Context: an optimization exercise on an open-source flow, tuned for small area, a short achievable clock period and few clock cycles per item. The choices shown serve that exercise and are no tape-out recipe.
The RTL was checked by simulation tests, not by an equivalence proof against the original design.
Power and IR drop assume default switching activity.

// binary_erosion_cross_top
module binary_erosion_cross_top #(
    parameter int MAX_ROWS = 4096
) (
    input  logic               aclk,
    input  logic               aresetn,
    input  logic               cfg_wr_en,
    input  logic [bec_pkg::CFG_AW-1:0]  cfg_addr,
    input  logic [bec_pkg::RCNT_W-1:0]  cfg_wdata,
    input  logic               s_tvalid,
    output logic               s_tready,
    input  logic [bec_pkg::ROW_W-1:0]   s_tdata,    
    output logic               m_tvalid,
    input  logic               m_tready,
    output logic [bec_pkg::MDATA_W-1:0] m_tdata,    
    output logic               m_tlast     
);
For scale: roughly 700 cells after synthesis, about 160 flip-flops, about 170 I/O pins.
==> flow/config.mk <==
export PLATFORM = sky130hd
export DESIGN_NAME = binary_erosion_cross_top
export DESIGN_NICKNAME = binary_erosion_cross_top
export VERILOG_FILES = /design/flow/design.v
export SDC_FILE = /design/flow/constraint.sdc
export NUM_CORES = 4
export LEC_CHECK = 0
export CAP_MARGIN = 20
export CORE_MARGIN = 2
export CORE_UTILIZATION = 40
export CTS_BUF_LIST = sky130_fd_sc_hd__clkbuf_8
export CTS_CLUSTER_DIAMETER = 80
export CTS_CLUSTER_SIZE = 30
export SETUP_SLACK_MARGIN = 2.85
export SLEW_MARGIN = 20
==> flow/constraint.sdc <==
create_clock -name core_clock -period 5.5 [get_ports {aclk}]
set_input_delay 1.1000 -clock core_clock [delete_from_list [all_inputs] [get_ports {aclk}]]
set_output_delay 1.1000 -clock core_clock [all_outputs]
set_load 0.01 [all_outputs]
standard.sh (not shown) runs the stock make flow with config.mk's settings and CLKGATE_MAP_FILE= SYNTH_SCRIPT=/design/flow/synth_recipe.tcl, a recipe that flattens the netlist after the stock synthesis.
==> flow/flow/run.sh <==
#!/bin/bash
# Standard layout, with the port buffers inserted as buf_2 cells instead of the default choice.
set -euo pipefail
export BUFFER_PORTS_ARGS="-buffer_cell sky130_fd_sc_hd__buf_2"
bash standard.sh finish > orfs_flow.log 2>&1
Testbench counts at the start, summed over its fixed seeds: cycles 7,854, results 7,566.
==> next run, changes <==
==> flow/flow/run.sh (replaced) <==
#!/bin/bash
# Standard layout, with the port buffers inserted as buf_2 cells instead of the default
# choice, clock tree synthesis without dummy loads and with larger sink clusters, and
# timing repair trying to split loads before sizing gates up.
set -euo pipefail
export BUFFER_PORTS_ARGS="-buffer_cell sky130_fd_sc_hd__buf_2"
export SETUP_MOVE_SEQUENCE="unbuffer,split,sizeup,swap,buffer,clone"
export CTS_ARGS="-sink_clustering_enable -repair_clock_nets -buf_list sky130_fd_sc_hd__clkbuf_8 -dont_use_dummy_load -sink_clustering_size 30 -sink_clustering_max_diameter 150"
bash standard.sh finish > orfs_flow.log 2>&1
Settings changed: CTS_CLUSTER_DIAMETER 80 to default, CTS_CLUSTER_SIZE 30 to default.
The new run finished with timing, DRC and antenna clean. Clock skew rises by 0.0073 ns. Maximum frequency hardly moves. Clock-buffer cell count is unchanged. Sequential share of layout area grows by 0.97 points. Register-to-register slack degrades by 0.12 ns. Clock power came out lower by 29%. Worst setup slack barely changes. Die area does not change.
==> next run, changes <==
--- a/flow/flow/run.sh
+++ b/flow/flow/run.sh
@@ -3,2 +3 @@
-# choice, clock tree synthesis without dummy loads and with larger sink clusters, and
-# timing repair trying to split loads before sizing gates up.
+# choice, and clock tree synthesis without dummy loads and with larger sink clusters.
@@ -7 +5,0 @@
-export SETUP_MOVE_SEQUENCE="unbuffer,split,sizeup,swap,buffer,clone"
Settings changed: GPL_TIMING_DRIVEN from default to 0.
Result: Utilization goes up by 0.90 points. Non-clock buffer count increases by 27. Worst hold slack loses 0.0060 ns. Total power grows by about 0.9%. Register-to-register slack improved by 0.06 ns. Via count goes up by 4.8%. Global-route usage increases by 0.90 points. Worst setup slack got worse by 0.014 ns. Die area is unchanged. Flip-flop and latch count does not change.
==> next run, changes <==
Settings changed: CORE_UTILIZATION 40 to 55, GPL_TIMING_DRIVEN 0 to default, PLACE_DENSITY from default to 0.7.
Result: The changed run passed the timing, DRC and antenna checks; area after synthesis does not change; maximum frequency grows by 0.56%; utilization rose by 17 points; design area is lower by 3.2%; via count went down by 2.1%.

[port drivers added, routing unchanged]
The flow's constraints put no driver on any port. The routed layouts listed below were extracted and timed again, unchanged, in two steps.
Step 1 (the two cells are an assumption about what drives the block):
set clk [get_ports {aclk}]
set_driving_cell -lib_cell sky130_fd_sc_hd__clkbuf_16 $clk
set_driving_cell -lib_cell sky130_fd_sc_hd__buf_2 [delete_from_list [all_inputs] $clk]
Step 2, shift: input delay + t, output delay - t, t = (earliest + latest rising clock arrival at the registers) / 2. This alone moves slack from input paths to output paths.
a / b / c = ideal / step 1 / step 2; a / b = the first two.
run	t (ns)	setup WS [ns]	worst setup path after step 2	worst register clock-pin slew, ns	worst data-port slew with drivers (ns)
the first run	0.501	2.859 / 2.817 / 2.574	input to register	0.09 / 0.09	0.06
the second run	0.486	2.856 / 2.811 / 2.550	input to register	0.08 / 0.08	0.06
the third run	0.486	2.842 / 2.803 / 2.600	input to register	0.09 / 0.09	0.06
the fourth run	0.473	2.857 / 2.800 / 2.570	input to register	0.08 / 0.08	0.07
After both steps every run listed still meets setup and hold. The setup slack of the second run, which loses most, moves by -0.045 ns with the drivers and by -0.306 ns with both steps.
